Background: an optimization exercise with open tools, aiming at small area, a short achievable clock period and few clock cycles per item. Do not read the settings as production practice. Only simulation tests tie the RTL to the original design; equivalence was not proved. No activity file was given, so power comes from the tool's default toggle rates.

`design/flow/config.mk`:
```
export PLATFORM = sky130hd
export DESIGN_NAME = kris_top
export DESIGN_NICKNAME = kris_top
export VERILOG_FILES = /design/flow/design.v
export SDC_FILE = /design/flow/constraint.sdc
export NUM_CORES = 4
export LEC_CHECK = 0
export CAP_MARGIN = 20
export CELL_PAD_IN_SITES_DETAIL_PLACEMENT = 1
export CELL_PAD_IN_SITES_GLOBAL_PLACEMENT = 1
export CORE_MARGIN = 2
export CORE_UTILIZATION = 30
export PLACE_DENSITY = 0.4
export SETUP_SLACK_MARGIN = 3.8
export SLEW_MARGIN = 20
export SYNTH_HIERARCHICAL = 1
```
`design/flow/constraint.sdc`:
```
create_clock -name core_clock -period 7.0 [get_ports {clk}]
set_input_delay 1.4000 -clock core_clock [delete_from_list [all_inputs] [get_ports {clk}]]
set_output_delay 1.4000 -clock core_clock [all_outputs]
set_load 0.01 [all_outputs]
```
`design/flow/design.v`:
```
`timescale 1ns / 1ps
package kris_pkg;
  localparam int TIME_W = 16;
  localparam int CNT_W  = 8;
  localparam int CFG_W  = 4;
  typedef struct packed {
    logic [TIME_W-1:0] start_time;
    logic [TIME_W-1:0] end_time;
    logic              last_item;
  } in_item_t;
  typedef struct packed {
    logic [CNT_W-1:0] accepted_count;
    logic             overflow;
  } out_item_t;
  typedef struct packed {
    logic [TIME_W-1:0] start_time;
    logic [TIME_W-1:0] end_time;
  } span_t;
  function automatic logic gt16(input logic [15:0] a, input logic [15:0] b);
    logic [15:0] g0, l0;
    logic [7:0]  g1, l1;
    logic [3:0]  g2, l2;
    logic [1:0]  g3, l3;
    g0 = a & ~b;
    l0 = ~a & b;
    for (int k = 0; k < 8; k++) begin
      g1[k] = g0[2*k+1] | (~l0[2*k+1] & g0[2*k]);
      l1[k] = l0[2*k+1] | (~g0[2*k+1] & l0[2*k]);
    end
    for (int k = 0; k < 4; k++) begin
      g2[k] = g1[2*k+1] | (~l1[2*k+1] & g1[2*k]);
      l2[k] = l1[2*k+1] | (~g1[2*k+1] & l1[2*k]);
    end
    for (int k = 0; k < 2; k++) begin
      g3[k] = g2[2*k+1] | (~l2[2*k+1] & g2[2*k]);
      l3[k] = l2[2*k+1] | (~g2[2*k+1] & l2[2*k]);
    end
    gt16 = g3[1] | (~l3[1] & g3[0]);
  endfunction
endpackage
`timescale 1ns / 1ps
module kris_sort_cell (
  input  logic        clk,
  input  logic        ins,         
  input  logic        drn,         
  input  logic        open_cell,   
  input  logic        empty_cell,  
  input  logic        set_last,    
  input  logic [32:0] item_raw,    
  input  logic [15:0] next_end,    
  input  logic        item_later,  
  input  logic        prev_gt,
  input  logic        next_gt,
  input  logic [32:0] prev_raw,    
  input  logic [32:0] next_raw,
  input  logic        prev_later,  
  input  logic        next_later,
  output logic [32:0] raw_q,       
  output logic        later,       
  output logic        gt
);
  logic [32:0] raw_r;
  logic        cmp_r;
  logic        en;
  logic        sel_i, sel_p, sel_n;
  logic [32:0] raw_d;
  assign later = kris_pkg::gt16(raw_r[15:0], next_end);
  assign gt = open_cell && (empty_cell || cmp_r);
  assign en    = drn ^ (ins && gt);
  assign sel_i = ins && (drn ? next_gt : !prev_gt);
  assign sel_p = ins && !drn && prev_gt;
  assign sel_n = drn && !(ins && next_gt);
  assign raw_d = sel_i ? item_raw : (sel_p ? prev_raw : next_raw);
  always_ff @(posedge clk) begin
    if (en) raw_r[31:0] <= raw_d[31:0];
    if (set_last) raw_r[32] <= 1'b1;
    else if (en) raw_r[32] <= raw_d[32];
    if (!en)        cmp_r <= later;
    else if (sel_i) cmp_r <= item_later;
    else if (sel_p) cmp_r <= prev_later;
    else            cmp_r <= next_later;
  end
  assign raw_q = raw_r;
endmodule
`timescale 1ns / 1ps
module kris_res_cell (
  input  logic                        clk,
  input  logic                        clear,       
  input  logic                        step,        
  input  logic                        active,
  input  logic                        any_hit,
  input  logic                        prev_hit,
  input  logic [kris_pkg::TIME_W-1:0] prev_val,
  input  logic                        prev_fit,    
  input  logic [kris_pkg::TIME_W-1:0] next_start,  
  output logic [kris_pkg::TIME_W-1:0] val_q,
  output logic                        fit,         
  output logic                        hit          
);
  logic [kris_pkg::TIME_W-1:0] val_r;
  logic                        hit_r;
  logic                        shift;
  assign fit   = !kris_pkg::gt16(val_r, next_start);
  assign hit   = active && hit_r;
  assign shift = step && any_hit && active && !prev_hit;
  always_ff @(posedge clk) begin
    if (clear) begin
      val_r <= '0;
      hit_r <= 1'b1;
    end else if (shift) begin
      val_r <= prev_val;
      hit_r <= prev_fit;
    end else begin
      hit_r <= fit;
    end
  end
  assign val_q = val_r;
endmodule
`timescale 1ns / 1ps
module k_resource_interval_scheduler #(
  parameter int MAX_ITEMS  = 128,
  parameter int MAX_PEOPLE = 8
) (
  input  logic                       clk,
  input  logic                       rst_n,
  input  logic                       in_valid,
  output logic                       in_ready,
  input  kris_pkg::in_item_t         in_data,
  output logic                       out_valid,
  input  logic                       out_ready,
  output kris_pkg::out_item_t        out_data,
  input  logic                       cfg_valid,
  output logic                       cfg_ready,
  input  logic [kris_pkg::CFG_W-1:0] cfg_data
);
  localparam int TW = kris_pkg::TIME_W;
  localparam int NW = kris_pkg::CNT_W;
  localparam int N  = MAX_ITEMS;
  logic          in_ready_r;
  logic          acc;
  logic [NW-1:0] acc_cnt_r, acc_cnt_nxt;    
  logic          sat, sat_nxt;              
  logic          ovf_seen_r, ovf_seen_nxt;
  logic            v0_r, ins0_r, last0_r, ovf0_r;
  kris_pkg::span_t item0_r;
  logic            v1_r, ins1_r, last1_r, ovf1_r;
  kris_pkg::span_t item1_r;
  assign acc = in_valid && in_ready_r;
  assign sat = (acc_cnt_r == NW'(N));
  always_comb begin
    acc_cnt_nxt  = acc_cnt_r;
    ovf_seen_nxt = ovf_seen_r;
    if (acc) begin
      if (in_data.last_item) begin
        acc_cnt_nxt  = '0;
        ovf_seen_nxt = 1'b0;
      end else if (sat) begin
        ovf_seen_nxt = 1'b1;
      end else begin
        acc_cnt_nxt = acc_cnt_r + NW'(1);
      end
    end
  end
  assign sat_nxt = acc ? (!in_data.last_item && (sat || (acc_cnt_r == NW'(N - 1)))) : sat;
  always_ff @(posedge clk) begin
    item0_r.start_time <= in_data.start_time;
    item0_r.end_time   <= in_data.end_time;
    last0_r            <= in_data.last_item;
    ovf0_r             <= ovf_seen_r || sat;
    item1_r            <= item0_r;
    last1_r            <= last0_r;
    ovf1_r             <= ovf0_r;
  end
  logic         ins;         
  logic         close_set;   
  logic         drn_r, drn_nxt;
  logic [N-1:0] occ_r, occ_nxt;    
  logic [N-1:0] cl_r, cl_nxt;      
  logic         ovf_pend_r, ovf_pend_nxt;
  logic         complete;    
  logic [N*33-1:0] cell_raw;
  logic [N-1:0]    cell_gt;
  logic [N-1:0]    cell_later;
  kris_pkg::span_t head;
  logic            p1_v_r, p1_last_r;
  logic [TW-1:0]   p1_end_r;
  logic            inflight;   
  assign ins       = ins1_r;
  assign close_set = v1_r && last1_r;
  assign head      = cell_raw[0 +: 2*TW];
  assign complete  = p1_v_r && p1_last_r;
  assign inflight  = drn_r && cell_raw[32];
  always_comb begin
    if (ins && !drn_r)      occ_nxt = {occ_r[N-2:0], 1'b1};
    else if (drn_r && !ins) occ_nxt = {1'b0, occ_r[N-1:1]};
    else                    occ_nxt = occ_r;
    if (close_set)  cl_nxt = occ_nxt;
    else if (drn_r) cl_nxt = {1'b0, cl_r[N-1:1]};
    else            cl_nxt = cl_r;
  end
  logic ovf_b_r, ovf_b_nxt;
  assign ovf_pend_nxt = (close_set && ovf1_r && !inflight) || (complete ? ovf_b_r : ovf_pend_r);
  assign ovf_b_nxt    = (close_set && ovf1_r && inflight) || (!complete && ovf_b_r);
  logic [kris_pkg::CFG_W-1:0] num_people_r;
  logic [MAX_PEOPLE*TW-1:0]   res_q;
  logic [MAX_PEOPLE-1:0]      res_hit;
  logic                       any_hit;
  logic [NW-1:0]              hits_r, hits_inc;
  logic [NW-1:0]              res_count;
  assign any_hit   = |res_hit;
  assign hits_inc  = hits_r + NW'(1);
  assign res_count = any_hit ? hits_inc : hits_r;
  logic                out_v_r;
  logic [1:0]          cnt_r, cnt_nxt, push_at;
  kris_pkg::out_item_t q0_r, q1_r, q2_r;
  kris_pkg::out_item_t push_d;
  logic                pop;
  logic                empty_nxt;
  assign push_d.accepted_count = res_count;
  assign push_d.overflow       = ovf_pend_r;
  assign pop                   = out_v_r && out_ready;
  assign push_at               = cnt_r - 2'(pop);
  assign cnt_nxt               = push_at + 2'(complete);
  assign empty_nxt             = (cnt_nxt == 2'd0);
  assign drn_nxt = cl_nxt[0] && ((cnt_nxt == 2'd0) || ((cnt_nxt == 2'd1) || !inflight) && (cnt_nxt != 2'd3));
  logic       drn2;
  logic       ahead0;
  logic       room_ok;
  assign drn2   = (drn_nxt ? cl_nxt[1] : cl_nxt[0]) && empty_nxt;
  assign ahead0 = acc && !sat;
  always_comb begin
    case ({drn_nxt, drn2, ins0_r, ahead0})
      4'b00_00, 4'b01_01, 4'b01_10, 4'b10_01, 4'b10_10, 4'b11_11:
        room_ok = !occ_nxt[N-1];
      4'b00_01, 4'b00_10, 4'b01_11, 4'b10_11:
        room_ok = !occ_nxt[N-2];
      4'b00_11:
        room_ok = !occ_nxt[N-3];
      default:
        room_ok = 1'b1;
    endcase
  end
  always_ff @(posedge clk) begin
    if (!rst_n) begin
      in_ready_r   <= 1'b0;
      acc_cnt_r    <= '0;
      ovf_seen_r   <= 1'b0;
      v0_r         <= 1'b0;
      ins0_r       <= 1'b0;
      v1_r         <= 1'b0;
      ins1_r       <= 1'b0;
      drn_r        <= 1'b0;
      occ_r        <= '0;
      cl_r         <= '0;
      ovf_pend_r   <= 1'b0;
      ovf_b_r      <= 1'b0;
      p1_v_r       <= 1'b0;
      hits_r       <= '0;
      out_v_r      <= 1'b0;
      cnt_r        <= '0;
      num_people_r <= kris_pkg::CFG_W'(1);
    end else begin
      in_ready_r <= sat_nxt || room_ok;
      acc_cnt_r  <= acc_cnt_nxt;
      ovf_seen_r <= ovf_seen_nxt;
      v0_r       <= acc;
      ins0_r     <= acc && !sat;
      v1_r       <= v0_r;
      ins1_r     <= ins0_r;
      drn_r      <= drn_nxt;
      occ_r      <= occ_nxt;
      cl_r       <= cl_nxt;
      ovf_pend_r <= ovf_pend_nxt;
      ovf_b_r    <= ovf_b_nxt;
      p1_v_r     <= drn_r;
      if (complete) hits_r <= '0;
      else if (p1_v_r && any_hit) hits_r <= hits_inc;
      out_v_r    <= !empty_nxt;
      cnt_r      <= cnt_nxt;
      if (cfg_valid) num_people_r <= cfg_data;
    end
  end
  always_ff @(posedge clk) begin
    if (complete && push_at == 2'd0) q0_r <= push_d;
    else if (pop)                    q0_r <= q1_r;
    if (complete && push_at == 2'd1) q1_r <= push_d;
    else if (pop)                    q1_r <= q2_r;
    if (complete && push_at == 2'd2) q2_r <= push_d;
    p1_last_r <= cell_raw[32];
    p1_end_r  <= head.end_time;
  end
  assign in_ready  = in_ready_r;
  assign cfg_ready = 1'b1;
  assign out_valid = out_v_r;
  assign out_data  = q0_r;
  logic [32:0] item_bits;
  logic        item_later;
  assign item_bits  = {1'b0, item1_r};
  assign item_later = kris_pkg::gt16(item1_r.end_time, item0_r.end_time);
  for (genvar i = 0; i < N; i++) begin : g_sort
    logic [32:0] prev_raw, next_raw;
    logic        prev_gt, next_gt;
    logic        prev_later, next_later;
    logic        tail_nxt;
    if (i == 0) begin : g_head
      assign prev_raw   = '0;
      assign prev_gt    = 1'b0;
      assign prev_later = 1'b0;
    end else begin : g_body
      assign prev_raw   = cell_raw[(i-1)*33 +: 33];
      assign prev_gt    = cell_gt[i-1];
      assign prev_later = cell_later[i-1];
    end
    if (i == N - 1) begin : g_tail
      assign next_raw   = '0;
      assign next_gt    = 1'b1;
      assign next_later = 1'b0;
      assign tail_nxt   = occ_nxt[i];
    end else begin : g_mid
      assign next_raw   = cell_raw[(i+1)*33 +: 33];
      assign next_gt    = cell_gt[i+1];
      assign next_later = cell_later[i+1];
      assign tail_nxt   = occ_nxt[i] && !occ_nxt[i+1];
    end
    kris_sort_cell u_cell (
      .clk       (clk),
      .ins       (ins),
      .drn       (drn_r),
      .open_cell (!cl_r[i]),
      .empty_cell(!occ_r[i]),
      .set_last  (close_set && tail_nxt),
      .item_raw  (item_bits),
      .next_end  (item0_r.end_time),
      .item_later(item_later),
      .prev_gt   (prev_gt),
      .next_gt   (next_gt),
      .prev_raw  (prev_raw),
      .next_raw  (next_raw),
      .prev_later(prev_later),
      .next_later(next_later),
      .raw_q     (cell_raw[i*33 +: 33]),
      .later     (cell_later[i]),
      .gt        (cell_gt[i])
    );
  end
  logic [MAX_PEOPLE-1:0] res_fit;
  for (genvar p = 0; p < MAX_PEOPLE; p++) begin : g_res
    logic [TW-1:0] prev_val;
    logic          prev_hit;
    logic          prev_fit;
    if (p == 0) begin : g_head
      assign prev_val = p1_end_r;
      assign prev_hit = 1'b0;
      assign prev_fit = !kris_pkg::gt16(p1_end_r, head.start_time);
    end else begin : g_body
      assign prev_val = res_q[(p-1)*TW +: TW];
      assign prev_hit = res_hit[p-1];
      assign prev_fit = res_fit[p-1];
    end
    kris_res_cell u_cell (
      .clk       (clk),
      .clear     (!rst_n || complete),
      .step      (p1_v_r),
      .active    (num_people_r > kris_pkg::CFG_W'(p)),
      .any_hit   (any_hit),
      .prev_hit  (prev_hit),
      .prev_val  (prev_val),
      .prev_fit  (prev_fit),
      .next_start(head.start_time),
      .val_q     (res_q[p*TW +: TW]),
      .fit       (res_fit[p]),
      .hit       (res_hit[p])
    );
  end
endmodule
`timescale 1ns / 1ps
module kris_top (
  input  logic        clk,
  input  logic        rst_n,
  input  logic        in_valid,
  output logic        in_ready,
  input  logic [15:0] in_start_time,
  input  logic [15:0] in_end_time,
  input  logic        in_last_item,
  output logic        out_valid,
  input  logic        out_ready,
  output logic [7:0]  out_accepted_count,
  output logic        out_overflow,
  input  logic        cfg_valid,
  output logic        cfg_ready,
  input  logic [3:0]  cfg_data
);
  kris_pkg::in_item_t  in_item;
  kris_pkg::out_item_t out_item;
  assign in_item.start_time = in_start_time;
  assign in_item.end_time   = in_end_time;
  assign in_item.last_item  = in_last_item;
  k_resource_interval_scheduler #(
    .MAX_ITEMS (128),
    .MAX_PEOPLE(8)
  ) u_sched (
    .clk      (clk),
    .rst_n    (rst_n),
    .in_valid (in_valid),
    .in_ready (in_ready),
    .in_data  (in_item),
    .out_valid(out_valid),
    .out_ready(out_ready),
    .out_data (out_item),
    .cfg_valid(cfg_valid),
    .cfg_ready(cfg_ready),
    .cfg_data (cfg_data)
  );
  assign out_accepted_count = out_item.accepted_count;
  assign out_overflow       = out_item.overflow;
endmodule
```
`design/flow/run.sh`:
```
#!/bin/bash
# synth_recipe.tcl (not shown) runs the flow's synth.tcl, then flattens the netlist and writes it again
# the make line also repeats each setting of config.mk as NAME=value (left out here)
make -C /OpenROAD-flow-scripts/flow DESIGN_CONFIG=/design/flow/config.mk WORK_HOME=/design/flow/orfs CLKGATE_MAP_FILE= SYNTH_SCRIPT=/design/flow/synth_recipe.tcl finish
```
==> results of run 1 <==
[final cells by class]
class / instances / area, um2
diodes: 26 / 65.06
clock buffers: 919 / 18380
clock inverters: 284 / 2218
fillers: 108336 / 618700
inverters: 1643 / 6193
multi-input cells: 24053 / 139900
flip-flops and latches: 4889 / 139300
well taps: 12600 / 15770
repair buffers: 930 / 9908
[critical path, delay by kind of cell, from the launching register on]
family                 cells  cell delay, ps
AOI/OAI and AO/OA          3             690
muxes                      2             480
DFF                        1             650
buffers and inverters      3             900
[layer usage]
layer / track usage / wire, um
met3: 0.03385 / 71790
met4: 0.08207 / 45360
met1: 0.3917 / 648000
met2: 0.4326 / 620300
met5: 0 / 45
[registers in the layout, summed over array words and instances, names as in the netlist, 2 cells and up]
signal and cells:
u_sched.q0_r 9, u_sched.item0_r 32, u_sched.p1_end_r 16, u_sched.item1_r 32, u_sched.g_res.u_cell.val_r 128, u_sched.occ_r 128
u_sched.cnt_r 2, u_sched.q2_r 9, u_sched.num_people_r 4, u_sched.acc_cnt_r 8, u_sched.q1_r 9, u_sched.cl_r 128
u_sched.hits_r 8, u_sched.g_res.u_cell.hit_r 8, u_sched.g_sort.u_cell.cmp_r 128, u_sched.g_sort.u_cell.raw_r 4224
[stage by stage]
stage | utilization | area [um2] | setup slack, ps
after CTS | 0.3466 | 329400 | 3663
final | 0.3491 | 331800 | 3671
after global placement | 0.3211 | 305200 | 2457
after floorplan | - | 287800 | 2086
after global routing | 0.3490 | 331700 | 3689
after detailed placement | 0.3211 | 305200 | 2615
[worst min path at each step]
stage,startpoint,to,slack [ps]
5_1_grt,u_sched.item0_r[18],u_sched.item1_r[18],330
4_1_cts,u_sched.ovf0_r,u_sched.ovf1_r,320
3_5_place_dp,u_sched.item0_r[22],u_sched.item1_r[22],310
2_1_floorplan,u_sched.item0_r[16],u_sched.item1_r[16],310
3_3_place_gp,u_sched.item0_r[16],u_sched.item1_r[16],310
6_report,u_sched.ovf0_r,u_sched.ovf1_r,320
[placed cells by master (no fill, tap or decap), drive strengths merged, types with 386 or more instances in the layout]
cell type,count
nor2,1242
clkbuf,927
nor2b,1106
nand2b,962
inv,1643
dfxtp,766
buf,871
a211oi,386
nand3,520
maj3,420
mux2i,390
a21oi,817
edfxtp,4123
nand2,9790
a22oi,4105
o21ai,553
[report_power, final]
part / switching, uW / leakage, uW / total [uW] / internal (uW)
logic: 4950 / 0.0741 / 7050 / 2100
clock network: 14400 / 0.0101 / 33600 / 19200
registers: 939 / 0.0437 / 33200 / 32200
[repair_timing]
action,4_1_cts,5_1_grt
setup endpoints to repair,3574,1126
pin swaps,41,71
resized for setup,356,383
buffers inserted,106,41
gates cloned,52,18
==> tab_implementation.tex, run 1 <==
\begin{tabular}{lr}
\hline
Metric & Value \\
\hline
\multicolumn{2}{l}{\textbf{Detailed routing}} \\
Remaining antenna violation count & 0 \\
Vias per inst & 5.671 \\
Routed vias & 257,152 \\
Average routed wire per standard cell & 30.55 um \\
Detailed-router iteration count before antenna repair & 6 \\
Number of violations reported at the end of detailed-routing iteration 0 & 23,649 \\
Post-route DRC & 0 \\
Post-detailed-routing wire length & 1,385,000 um \\
\multicolumn{2}{l}{\textbf{Critical path}} \\
RR Endpoint & u\_sched.g\_sort[106].u\_cell.cmp\_r \\
Critical path arrival & 4300 ps \\
Capturing element of the worst setup path & u\_sched.g\_sort[106].u\_cell.cmp\_r \\
Beginning of the worst register-to-register path & u\_sched.item0\_r[7] \\
Slack of the worst reg-to-reg path & 3670 ps \\
Required time reported for the critical path endpoint & 7970 ps \\
Ordered list of cells on the worst path & buf\_16 > buf\_4 > inv\_1 > o2111ai\_1 > a31oi\_4 > mux2i\_1 > o21ai\_0 > mux2\_4 \\
Type of the worst setup path & reg -> reg \\
Crit-path slowest cell & sky130\_fd\_sc\_hd\_\_dfxtp\_4 \\
Maximum fanout encountered on the critical timing path & 85 \\
Critical Path Start Type & flip-flop \\
CP Launch Point & u\_sched.item0\_r[7] \\
Setup crit end kind & flip-flop \\
Largest stage delay on the critical path & 650 ps \\
Number of cells on the worst reg-to-reg path & 8 \\
\multicolumn{2}{l}{\textbf{Timing}} \\
Setup violations, final & 0 \\
Worst-case hold slack & 320.5 ps \\
Hold violation total from the final report & 0 \\
Total Negative Setup Slacks & 0 ps \\
Maximum frequency from static timing analysis & 300.4 MHz \\
Shortest clock period the worst path allows after layout & 3329 ps \\
Period utilisation layout & 0.4756 \\
Pins Over Slew Limit & 37 \\
Maximum clock skew at final layout & 60.14 ps \\
Setup repair after global routing missed its margin & true \\
Worst Tran Pin Value & 2011 ps \\
Slew HR & -0.3406 \\
\multicolumn{2}{l}{\textbf{Power}} \\
Largest vdd supply drop & 0.0001653 V \\
Leakage power total & 0.1278 uW \\
PD cells & 222.6 nW/um2 \\
Post-layout total power & 73,870 uW \\
\multicolumn{2}{l}{\textbf{Floorplan}} \\
Horizontal die dimension & 980.4 um \\
Initial Utilization & 0.3009 \\
DIE AREA & 961,300 um2 \\
CORE AREA & 950,500 um2 \\
Placement Rows & 358 \\
Die height & 980.4 um \\
I/O Pins & 54 \\
\multicolumn{2}{l}{\textbf{Cells and area}} \\
Area grow syn2layout & 16.00\% \\
Final non-filler cell total & 45,344 \\
Final-stage net count & 32,232 \\
Ratio of cells with drive above 1 in the final layout & 0.1076 \\
\multicolumn{2}{l}{\textbf{Clock tree}} \\
Clock slew at the register clock pins of the worst setup and hold paths & 60 ps \\
Maximum level of the CTS H-tree & 6 \\
Total number of clock tree sinks & 4,889 \\
Maximum root-to-sink buffer count & 5 \\
Root buf cell & sky130\_fd\_sc\_hd\_\_clkbuf\_16 \\
Number of buffers inserted during clock tree synthesis & 669 \\
TritonCTS clock tree & done \\
Count of hold-fix buffers inserted at cts & 0 \\
Clock insertion delay at the later pin of the skew report & 1090 ps \\
\multicolumn{2}{l}{\textbf{GRT}} \\
Remaining Overflow, GRT & 0 \\
Largest net degree at the start of global routing & 128 \\
Number of global-route vias before repair & 260,727 \\
Antenna violations before repair & 61 \\
GR Util All Layers & 0.2737 \\
Global-route wire length before repair & 1,956,000 um \\
\multicolumn{2}{l}{\textbf{Min path}} \\
Number of instances on the worst hold path & 0 \\
Hold Crit Class & reg -> reg \\
\multicolumn{2}{l}{\textbf{Placed design}} \\
Half-perimeter wire length of the detailed placement result & 955,600 um \\
GPL Wtd Cong & 0.8425 \\
Count of input and output buffers & 52 \\
Placed insts & 43,898 \\
\multicolumn{2}{l}{\textbf{Run status}} \\
List of failed layout checks & max-slew violations \\
Status & finished with violations \\
\multicolumn{2}{l}{\textbf{Logic synthesis}} \\
Cells after synthesis & 31,785 \\
Netlist area before placement & 286,000 um2 \\
Mean instance size in the synthesized netlist & 8.999 um2 \\
Number of warnings printed during yosys synthesis & 9 \\
\multicolumn{2}{l}{\textbf{Job}} \\
Number of maximum-capacitance violations & 0 \\
\hline
\end{tabular}
Testbench counts, summed over its fixed seeds: cycles 10,462, items 9,643.
==> inputs of run 2 (changes only) <==
==> design/flow/config.mk (replaced) <==
export PLATFORM = sky130hd
export DESIGN_NAME = kris_top
export DESIGN_NICKNAME = kris_top
export VERILOG_FILES = /design/flow/design.v
export SDC_FILE = /design/flow/constraint.sdc
export NUM_CORES = 4
export LEC_CHECK = 0
export CAP_MARGIN = 40
export CELL_PAD_IN_SITES_DETAIL_PLACEMENT = 1
export CELL_PAD_IN_SITES_GLOBAL_PLACEMENT = 1
export CORE_MARGIN = 2
export CORE_UTILIZATION = 30
export PLACE_DENSITY = 0.4
export SETUP_SLACK_MARGIN = 3.4
export SLEW_MARGIN = 40
==> run 2 against run 1 <==
Net effect:
- synthesized area fell by 1.2%
- critical path depth is 6 higher
- power increased by 2.8%
- register-to-register slack worse by 630 ps
- largest cell class is now flip-flops and latches
- critical path type unchanged
- worst hold slack better by 2.4 ps
- clock power increased by 3%
- cell area decreased by 0.20%
- critical endpoint is now u_sched.g_sort[22].u_cell.cmp_r
- the run now finishes clean
- setup slack worse by 630 ps
- global-route usage up 4.2 points
- combinational power rose by 9.9%
- synthesized cell count down 2.6%
- sequential power up 2%
- highest routed layer unchanged
==> tab_implementation.tex, run 2 <==
\begin{tabular}{lr}
\hline
Metric & Value \\
\hline
\multicolumn{2}{l}{\textbf{Floorplan}} \\
Initial Utilization & 0.3010 (about the same) \\
Die height & 974.8 um (-0.57\%) \\
CORE AREA & 939,400 um2 (-1.2\%) \\
DIE AREA & 950,300 um2 (-1.1\%) \\
Placement Rows & 356 (-0.56\%) \\
I/O Pins & 54 (unchanged) \\
Horizontal die dimension & 974.8 um (-0.57\%) \\
\multicolumn{2}{l}{\textbf{Cells and area}} \\
Final design utilization & 0.3525 (+0.003409) \\
Commonest non-fill, non-tap cells in the layout & sky130\_fd\_sc\_hd\_\_o21ai\_0, sky130\_fd\_sc\_hd\_\_nand2\_1, sky130\_fd\_sc\_hd\_\_edfxtp\_1 \\
Most common cell after layout, fill and taps aside & sky130\_fd\_sc\_hd\_\_o21ai\_0 \\
Most flops, register & u\_sched.g\_sort.u\_cell.raw\_r \\
Final-stage net count & 30,145 (-6.5\%) \\
Final non-filler cell total & 43,310 (-4.5\%) \\
Number of inserted filler cells in the final layout & 104,614 (-3.4\%) \\
Largest register FFs & 4,224 (unchanged) \\
Area grow syn2layout & 17.11\% \\
Ratio of cells with drive above 1 in the final layout & 0.1227 (+0.01513) \\
\multicolumn{2}{l}{\textbf{Critical path}} \\
Largest stage delay on the critical path & 470 ps (-180 ps) \\
Number of cells on the worst reg-to-reg path & 14 (+6) \\
Most used cell along the critical path & sky130\_fd\_sc\_hd\_\_maj3\_2 \\
Setup crit end kind & flip-flop \\
Slack of the worst reg-to-reg path & 3040 ps (-630 ps) \\
Critical Path Start Type & flip-flop \\
Ordered list of cells on the worst path & buf\_12 > buf\_4 > inv\_8 > a21o\_1 > a222oi\_1 > o22ai\_1 > a221oi\_2 > o21bai\_1 > maj3\_2 > maj3\_2 > maj3\_2 > maj3\_2 > a21oi\_2 > o31ai\_1 \\
Maximum fanout encountered on the critical timing path & 13 (-85\%) \\
Critical path arrival & 4910 ps (+610 ps) \\
Type of the worst setup path & reg -> reg \\
Crit-path slowest cell & sky130\_fd\_sc\_hd\_\_a221oi\_2 \\
RR Endpoint & u\_sched.g\_sort[22].u\_cell.cmp\_r \\
Beginning of the worst register-to-register path & u\_sched.item0\_r[1] \\
Required time reported for the critical path endpoint & 7950 ps (-20 ps) \\
\multicolumn{2}{l}{\textbf{Timing}} \\
Shortest clock period the worst path allows after layout & 3962 ps (+632.4 ps) \\
Maximum clock skew at final layout & 57.71 ps (-2.430 ps) \\
Setup repair after global routing missed its margin & true \\
Total Negative Setup Slacks & 0 ps (unchanged) \\
Period utilisation layout & 0.5659 (+0.09034) \\
Worst-case hold slack & 322.9 ps (+2.425 ps) \\
Hold violation total from the final report & 0 (unchanged) \\
Maximum frequency from static timing analysis & 252.4 MHz (-16\%) \\
Pins Over Slew Limit & 0 (-100\%) \\
Slew HR & 0.2617 (+0.6023) \\
Setup violations, final & 0 (unchanged) \\
Worst Tran Pin Value & 1108 ps (-903.4 ps) \\
PnR worst setup slack & 3038 ps (-632.4 ps) \\
\multicolumn{2}{l}{\textbf{Detailed routing}} \\
Average routed wire per standard cell & 36.27 um (+19\%) \\
Routed vias & 252,786 (-1.7\%) \\
Post-detailed-routing wire length & 1,571,000 um (+13\%) \\
Detailed-router iteration count before antenna repair & 9 (+3) \\
Number of violations reported at the end of detailed-routing iteration 0 & 25,427 (+7.5\%) \\
Vias per inst & 5.837 (+2.9\%) \\
Remaining antenna violation count & 0 (unchanged) \\
Post-route DRC & 0 (unchanged) \\
\multicolumn{2}{l}{\textbf{Logic synthesis}} \\
Fraction of post-synthesis cell area in the top cell type by area & 0.4379 \\
Synth Flop Type & sky130\_fd\_sc\_hd\_\_edfxtp\_1 \\
Mean instance size in the synthesized netlist & 9.131 um2 (+1.5\%) \\
Netlist area before placement & 282,700 um2 (-1.2\%) \\
Cell type contributing the most total cell area after synthesis & sky130\_fd\_sc\_hd\_\_edfxtp\_1 \\
Yosys cell types & 95 \\
Most repeated cell in the gate-level netlist after synthesis & sky130\_fd\_sc\_hd\_\_o21ai\_0 \\
Cells after synthesis & 30,966 (-2.6\%) \\
Number of warnings printed during yosys synthesis & 3 (-6) \\
Most frequent cells after synthesis & sky130\_fd\_sc\_hd\_\_o21ai\_0, sky130\_fd\_sc\_hd\_\_nand2\_1, sky130\_fd\_sc\_hd\_\_edfxtp\_1 \\
Number of enable flip-flop cells after synthesis & 4,123 \\
Register area share after synthesis & 0.4921 \\
Area contributors post-synth & sky130\_fd\_sc\_hd\_\_edfxtp\_1, sky130\_fd\_sc\_hd\_\_o21ai\_0, sky130\_fd\_sc\_hd\_\_mux2i\_1 \\
Yosys reg bits & 4,889 \\
Async set-reset flop share out of synthesis & 0 \\
\multicolumn{2}{l}{\textbf{Clock tree}} \\
Clock insertion delay at the later pin of the skew report & 1110 ps (+20 ps) \\
Maximum level of the CTS H-tree & 6 (unchanged) \\
Maximum root-to-sink buffer count & 5 (unchanged) \\
Total number of clock tree sinks & 4,889 (unchanged) \\
TritonCTS clock tree & done \\
Root buf cell & sky130\_fd\_sc\_hd\_\_clkbuf\_16 \\
Number of buffers inserted during clock tree synthesis & 674 (+0.75\%) \\
Count of hold-fix buffers inserted at cts & 0 (unchanged) \\
Clock slew at the register clock pins of the worst setup and hold paths & 60 ps (about the same) \\
\multicolumn{2}{l}{\textbf{Job}} \\
Number of maximum-capacitance violations & 0 (unchanged) \\
\multicolumn{2}{l}{\textbf{Min path}} \\
Endpoint with the worst hold slack & u\_sched.item1\_r[21] \\
Number of instances on the worst hold path & 0 (unchanged) \\
Hold Crit Class & reg -> reg \\
Hold Crit Start & u\_sched.item0\_r[21] \\
\multicolumn{2}{l}{\textbf{GRT}} \\
Antenna violations before repair & 153 (+150\%) \\
Largest net degree at the start of global routing & 122 (-4.7\%) \\
Remaining Overflow, GRT & 0 (unchanged) \\
Global-route wire length before repair & 2,140,000 um (+9.4\%) \\
GR Util All Layers & 0.3154 (+0.04163) \\
Number of global-route vias before repair & 252,373 (-3.2\%) \\
\multicolumn{2}{l}{\textbf{Power}} \\
Switching part of the total & 0.2809 (+0.006103) \\
Power spent charging and discharging nets & 21,330 uW (+5.1\%) \\
PD cells & 229.3 nW/um2 (+3.0\%) \\
Leakage power total & 0.1068 uW (-16\%) \\
Internal power & 54,600 uW (+1.9\%) \\
Gate power share & 0.102 (+0.007) \\
Clock network fraction of total power & 0.454 (-0.002) \\
Largest vdd supply drop & 0.0001794 V (+8.5\%) \\
Proportion of power drawn by flip-flops and latches & 0.444 (-0.005) \\
\multicolumn{2}{l}{\textbf{Placed design}} \\
GPL Wtd Cong & 0.8561 (+1.6\%) \\
Placed insts & 41,549 (-5.4\%) \\
Half-perimeter wire length of the detailed placement result & 1,048,000 um (+9.6\%) \\
Worst slack after detailed placement & 2227 ps (-387.7 ps) \\
Count of input and output buffers & 52 (unchanged) \\
\multicolumn{2}{l}{\textbf{Run status}} \\
Status & complete, no violations \\
\hline
\end{tabular}
[run 2: cell count changes in the layout (fill, tap and decap cells not counted), moves of 428 or more]
cell                       before   now
sky130_fd_sc_hd__or3_1         10  1498
sky130_fd_sc_hd__nand2b_1     960   165
sky130_fd_sc_hd__nor2b_1      966   184
sky130_fd_sc_hd__nand3_1      520    92
sky130_fd_sc_hd__nand2_1     9662  4716
sky130_fd_sc_hd__nor2_1      1075  1848
sky130_fd_sc_hd__a21oi_1      808  1746
sky130_fd_sc_hd__inv_1       1428   631
sky130_fd_sc_hd__o21ai_0      483  5483
sky130_fd_sc_hd__a22oi_1     4104   137
sky130_fd_sc_hd__mux2i_1      388  2347
[run 2: what timing repair did]
| action | 4_1_cts | 5_1_grt |
|---|---|---|
| cloned | 48 | 11 |
| setup buffers | 232 | 104 |
| endpoints found under the setup margin | 494 | 402 |
| resized for setup | 829 | 592 |
| endpoints found under the hold margin | 0 | 0 |
| pin swaps | 426 | 544 |
[run 2: layout make-up]
| type | count | area, um2 | share of cell area |
|---|---|---|---|
| flip-flops and latches | 4889 | 139300 | 0.4208 |
| multi-input cells | 22513 | 136500 | 0.4123 |
| clock buffers | 1002 | 19350 | 0.05845 |
| well taps | 12530 | 15680 | 0.04735 |
| repair buffers | 1307 | 15010 | 0.04533 |
| inverters | 700 | 3012 | 0.009095 |
| clock inverters | 231 | 1690 | 0.005105 |
| diodes | 124 | 310.3 | 0.0009371 |
| repair inverters | 14 | 209.0 | 0.0006310 |
[run 2: logic make-up (layout without fill, tap and decap cells)]
group	Yosys count	in the layout	synth area share
AOI/OAI and AO/OA	9846	9846	0.1957
xor gates and xnor gates	84	84	0.002602
adders and majority gates	730	730	0.02608
buffers and inverters	3567	3254	0.04822
DFF	4889	4889	0.4921
muxes	2516	2516	0.08981
other	1	125	0.00001326
and+or+nand+nor	9333	9336	0.1455
[run 2: worst max-delay path by stage]
stage,from,to,slack [ps],cells after the start
CTS,u_sched.item0_r[1],u_sched.g_sort[6].u_cell.cmp_r,3070,16
finish,u_sched.item0_r[1],u_sched.g_sort[22].u_cell.cmp_r,3040,14
global route,u_sched.item0_r[1],u_sched.g_sort[6].u_cell.cmp_r,2970,15
floorplan,u_sched.drn_r,u_sched.g_sort[55].u_cell.cmp_r,3250,10
detailed placement,u_sched.item0_r[0],u_sched.g_sort[76].u_cell.cmp_r,2230,12
global placement,u_sched.item0_r[1],u_sched.g_sort[92].u_cell.cmp_r,2170,13
[run 2: critical path: cells and delay by family, from the launching register on]
| family | cells | cell delay [ps] |
|---|---|---|
| adders and majority gates | 4 | 1350 |
| buffers and inverters | 3 | 510 |
| AOI/OAI and AO/OA | 7 | 1480 |
| DFF | 1 | 440 |
[run 2: through the flow]
stage                     area [um2]  total power, uW
after CTS                     326500            76240
final                         331100            75930
after global routing          331000            77930
after global placement        297300            40670
after floorplan               283000            37130
after detailed placement      298600            40820
[run 2: routing by layer]
layer / vias up / track usage / routed length, um
met4: 32 / 0.1076 / 64430
met3: 2173 / 0.04333 / 94110
met2: 8357 / 0.5153 / 724100
met1: 131234 / 0.4291 / 688200
met5: - / 0 / 218
li1: 110990 / - / -
[run 2: power groups by stage]
stage	clock, uW	combinational [uW]	sequential (uW)
2_1_floorplan	0	3760	33400
3_3_place_gp	0	6380	34300
3_5_place_dp	0	6540	34300
4_1_cts	35300	7340	33600
5_1_grt	36100	8150	33700
6_report	34500	7750	33700
==> inputs of run 3 (changes only) <==
--- a/design/flow/config.mk
+++ b/design/flow/config.mk
@@ -9,7 +9,7 @@
 export CELL_PAD_IN_SITES_DETAIL_PLACEMENT = 1
 export CELL_PAD_IN_SITES_GLOBAL_PLACEMENT = 1
 export CORE_MARGIN = 2
-export CORE_UTILIZATION = 30
-export PLACE_DENSITY = 0.4
-export SETUP_SLACK_MARGIN = 3.4
+export CORE_UTILIZATION = 25
+export PLACE_DENSITY = 0.35
+export SETUP_SLACK_MARGIN = 3.0
 export SLEW_MARGIN = 40
==> run 3 against run 2 <==
Net effect:
- power grew 0.59%
- setup slack lost 120 ps
- count of clock-buffer cells in the layout shrank 2
- non-clock buffer count shrank 103
- final cell count grew 5.7%
- synthesized cell count is the same
- clock skew grew 3.0 ps
- clock power grew 3%
- largest cell class unchanged
==> tab_implementation.tex, run 3 <==
\begin{tabular}{lr}
\hline
Metric & Value \\
\hline
\multicolumn{2}{l}{\textbf{Run status}} \\
Status & complete, no violations \\
\multicolumn{2}{l}{\textbf{Power}} \\
Leakage power total & 0.1052 uW (-1.5\%) \\
Power spent charging and discharging nets & 21,520 uW (+0.88\%) \\
Clock network fraction of total power & 0.465 (+0.011) \\
Internal power & 54,860 uW (+0.48\%) \\
Switching part of the total & 0.2817 (+0.0008020) \\
Proportion of power drawn by flip-flops and latches & 0.440 (-0.004) \\
Largest vdd supply drop & 0.0001675 V (-6.7\%) \\
PD cells & 232.2 nW/um2 (+1.2\%) \\
Gate power share & 0.095 (-0.007) \\
\multicolumn{2}{l}{\textbf{Logic synthesis}} \\
Fraction of post-synthesis cell area in the top cell type by area & 0.4379 (unchanged) \\
Cell type contributing the most total cell area after synthesis & sky130\_fd\_sc\_hd\_\_edfxtp\_1 \\
Area contributors post-synth & sky130\_fd\_sc\_hd\_\_edfxtp\_1, sky130\_fd\_sc\_hd\_\_o21ai\_0, sky130\_fd\_sc\_hd\_\_mux2i\_1 \\
Most repeated cell in the gate-level netlist after synthesis & sky130\_fd\_sc\_hd\_\_o21ai\_0 \\
Synth Flop Type & sky130\_fd\_sc\_hd\_\_edfxtp\_1 \\
Yosys cell types & 95 (unchanged) \\
Yosys reg bits & 4,889 (unchanged) \\
Number of enable flip-flop cells after synthesis & 4,123 (unchanged) \\
Netlist area before placement & 282,700 um2 (unchanged) \\
Async set-reset flop share out of synthesis & 0 (unchanged) \\
Most frequent cells after synthesis & sky130\_fd\_sc\_hd\_\_o21ai\_0, sky130\_fd\_sc\_hd\_\_nand2\_1, sky130\_fd\_sc\_hd\_\_edfxtp\_1 \\
Cells after synthesis & 30,966 (unchanged) \\
Number of warnings printed during yosys synthesis & 3 (unchanged) \\
Mean instance size in the synthesized netlist & 9.131 um2 (unchanged) \\
Register area share after synthesis & 0.4921 (unchanged) \\
\multicolumn{2}{l}{\textbf{Cells and area}} \\
Ratio of cells with drive above 1 in the final layout & 0.09970 (-0.02302) \\
Final design utilization & 0.2917 (-0.06073) \\
FF/Latch Area & 139,300 um2 (unchanged) \\
Final non-filler cell total & 45,762 (+5.7\%) \\
Final-stage net count & 30,058 (-0.29\%) \\
Number of inserted filler cells in the final layout & 126,814 (+21\%) \\
Largest register FFs & 4,224 (unchanged) \\
Area grow syn2layout & 16.36\% \\
Commonest non-fill, non-tap cells in the layout & sky130\_fd\_sc\_hd\_\_o21ai\_0, sky130\_fd\_sc\_hd\_\_nand2\_1, sky130\_fd\_sc\_hd\_\_edfxtp\_1 \\
Multi-input combinational cell area & 133,300 um2 (-2.3\%) \\
Most common cell after layout, fill and taps aside & sky130\_fd\_sc\_hd\_\_o21ai\_0 \\
Most flops, register & u\_sched.g\_sort.u\_cell.raw\_r \\
\multicolumn{2}{l}{\textbf{Min path}} \\
Hold Crit Class & reg -> reg \\
Number of instances on the worst hold path & 0 (unchanged) \\
\multicolumn{2}{l}{\textbf{Timing}} \\
Pins Over Slew Limit & 0 (unchanged) \\
Period utilisation layout & 0.5836 (+0.01769) \\
Total Negative Setup Slacks & 0 ps (unchanged) \\
Worst-case hold slack & 321.3 ps (-1.665 ps) \\
Shortest clock period the worst path allows after layout & 4085 ps (+123.9 ps) \\
Slew HR & 0.2452 (-0.01643) \\
Setup repair after global routing missed its margin & true \\
Worst Tran Pin Value & 1132 ps (+24.65 ps) \\
PnR worst setup slack & 2915 ps (-123.9 ps) \\
Hold violation total from the final report & 0 (unchanged) \\
Maximum clock skew at final layout & 60.70 ps (+2.992 ps) \\
Setup violations, final & 0 (unchanged) \\
Maximum frequency from static timing analysis & 244.8 MHz (-3.0\%) \\
\multicolumn{2}{l}{\textbf{Critical path}} \\
Required time reported for the critical path endpoint & 8040 ps (+90 ps) \\
Number of cells on the worst reg-to-reg path & 13 (-1) \\
Critical Path Start Type & flip-flop \\
Maximum fanout encountered on the critical timing path & 53 (+40) \\
Slack of the worst reg-to-reg path & 2910 ps (-120 ps) \\
Critical path arrival & 5130 ps (+220 ps) \\
Type of the worst setup path & reg -> reg \\
Setup crit end kind & flip-flop \\
\multicolumn{2}{l}{\textbf{Floorplan}} \\
DIE AREA & 1,140,000 um2 (+20\%) \\
Placement Rows & 390 (+9.6\%) \\
I/O Pins & 54 (unchanged) \\
Horizontal die dimension & 1067 um (+9.5\%) \\
Initial Utilization & 0.2507 (-0.05025) \\
CORE AREA & 1,128,000 um2 (+20\%) \\
Die height & 1067 um (+9.5\%) \\
\multicolumn{2}{l}{\textbf{Job}} \\
Number of maximum-capacitance violations & 0 (unchanged) \\
\multicolumn{2}{l}{\textbf{Detailed routing}} \\
Post-route DRC & 0 (unchanged) \\
Average routed wire per standard cell & 34.94 um (-3.7\%) \\
Remaining antenna violation count & 0 (unchanged) \\
Routed vias & 246,024 (-2.7\%) \\
Vias per inst & 5.376 (-7.9\%) \\
Post-detailed-routing wire length & 1,599,000 um (+1.8\%) \\
Detailed-router iteration count before antenna repair & 6 (-3) \\
Number of violations reported at the end of detailed-routing iteration 0 & 20,132 (-21\%) \\
\multicolumn{2}{l}{\textbf{GRT}} \\
Number of global-route vias before repair & 253,276 (+0.36\%) \\
Global-route wire length before repair & 2,169,000 um (+1.4\%) \\
GR Util All Layers & 0.2673 (-0.04803) \\
Antenna violations before repair & 140 (-8.5\%) \\
Remaining Overflow, GRT & 0 (unchanged) \\
Largest net degree at the start of global routing & 135 (+11\%) \\
\multicolumn{2}{l}{\textbf{Clock tree}} \\
Root buf cell & sky130\_fd\_sc\_hd\_\_clkbuf\_16 \\
Count of hold-fix buffers inserted at cts & 0 (unchanged) \\
TritonCTS clock tree & done \\
Clock slew at the register clock pins of the worst setup and hold paths & 60 ps (about the same) \\
Number of buffers inserted during clock tree synthesis & 698 (+3.6\%) \\
Total number of clock tree sinks & 4,889 (unchanged) \\
Maximum level of the CTS H-tree & 6 (unchanged) \\
Maximum root-to-sink buffer count & 5 (unchanged) \\
Clock insertion delay at the later pin of the skew report & 1180 ps (+70 ps) \\
\multicolumn{2}{l}{\textbf{Placed design}} \\
Half-perimeter wire length of the detailed placement result & 1,089,000 um (+3.9\%) \\
Worst slack after detailed placement & 2058 ps (-168.4 ps) \\
Placed insts & 44,167 (+6.3\%) \\
Count of input and output buffers & 52 (unchanged) \\
GPL Wtd Cong & 0.7999 (-6.6\%) \\
\hline
\end{tabular}
run 3: final cells by class:
| class | instances | share of cell area |
|---|---|---|
| timing repair inverter | 7 | 0.0002890 |
| multi-input combinational | 22512 | 0.4053 |
| clock inverter | 280 | 0.006066 |
| clock buffer | 1000 | 0.05960 |
| sequential | 4889 | 0.4235 |
| antenna | 78 | 0.0005933 |
| tap | 15092 | 0.05740 |
| inverter | 700 | 0.009105 |
| timing repair buffer | 1204 | 0.03814 |
run 3: routing by layer:
layer | part of all wire | GRT usage
met1 | 0.45 | 0.3584
met2 | 0.48 | 0.4610
met3 | 0.038 | 0.02362
met4 | 0.032 | 0.07304
met5 | 0.000018 | 0
run 3: path summary, 6_finish.rpt:
path,start,end
worst max-delay path,u_sched.item0_r[7],u_sched.g_sort[44].u_cell.cmp_r
worst min-delay path,u_sched.item0_r[21],u_sched.item1_r[21]
worst max register to register,u_sched.item0_r[7],u_sched.g_sort[44].u_cell.cmp_r
worst min register to register,u_sched.item0_r[21],u_sched.item1_r[21]
run 3: through the flow:
stage / cell area (um2) / power, uW
2_1_floorplan: 282800 / 37130
3_3_place_gp: 301000 / 40900
3_5_place_dp: 302200 / 41020
4_1_cts: 326000 / 77280
5_1_grt: 328900 / 78840
6_report: 329000 / 76380
run 3: logic make-up after synthesis:
group           count (synthesis)  synth area share
compound gates               9846            0.1957
simple gates                 9333            0.1455
flops                        4889            0.4921
buf+inv                      3567           0.04822
mux                          2516           0.08981
fa+ha+maj                     730           0.02608
xor+xnor                       84          0.002602
other cells                     1        0.00001326
run 3: timing repair:
| item | in CTS | in global routing |
|---|---|---|
| setup buffers | 115 | 74 |
| gates cloned | 15 | 18 |
| setup endpoints to repair | 479 | 191 |
| endpoints found under the hold margin | 0 | 0 |
| pin swaps | 17 | 132 |
| gates resized for setup | 150 | 320 |
run 3: worst max-delay path: stages (launching register included):
cell,delay (ps)
sky130_fd_sc_hd__dfxtp_4,430
sky130_fd_sc_hd__buf_12,150
sky130_fd_sc_hd__inv_16,70
sky130_fd_sc_hd__clkbuf_16,530
sky130_fd_sc_hd__a21o_1,200
sky130_fd_sc_hd__a222oi_1,240
sky130_fd_sc_hd__a2bb2oi_1,270
sky130_fd_sc_hd__nand2_1,90
sky130_fd_sc_hd__a21oi_1,230
sky130_fd_sc_hd__o22ai_1,120
sky130_fd_sc_hd__maj3_1,360
sky130_fd_sc_hd__maj3_1,420
sky130_fd_sc_hd__a221oi_1,260
sky130_fd_sc_hd__mux2i_1,100
run 3: power by group through the flow:
| stage | combinational, uW | sequential (uW) | clock [uW] |
|---|---|---|---|
| after floorplan | 3760 | 33400 | 0 |
| after global placement | 6590 | 34300 | 0 |
| after detailed placement | 6750 | 34300 | 0 |
| after CTS | 7060 | 33600 | 36600 |
| after global routing | 7730 | 33700 | 37400 |
| final | 7260 | 33600 | 35500 |

separate check: timing with driven ports:
In the flow no input, the clock included, has a driving cell. The finished layouts below were timed again as built, in two steps.
Step 1 assumes that a clkbuf_16 drives the clock port and a buf_2 every other input.
Step 2 adds t to the input delays and takes it off the output delays; t is the mean of the earliest and latest rising clock arrival at the registers after step 1. Input paths then give back, and output paths get back, about the clock's delay inside the block.
a / b / c = ideal / step 1 / step 2; a / b = the first two.
run	t, ns	slack for setup (ns)	worst setup path after step 2	slew at the worst register clock pin (ns)	cell pins on the clock port's net
run 1	1.208	3.671 / 3.576 / 2.602	input to register	0.07 / 0.07	1
run 2	1.232	3.038 / 3.038 / 2.791	input to register	0.07 / 0.07	1
run 3	1.305	2.915 / 2.915 / 2.640	input to register	0.07 / 0.07	1
The setup slack of run 1, which loses most, moves by -0.095 ns with the drivers and by -1.069 ns with both steps.
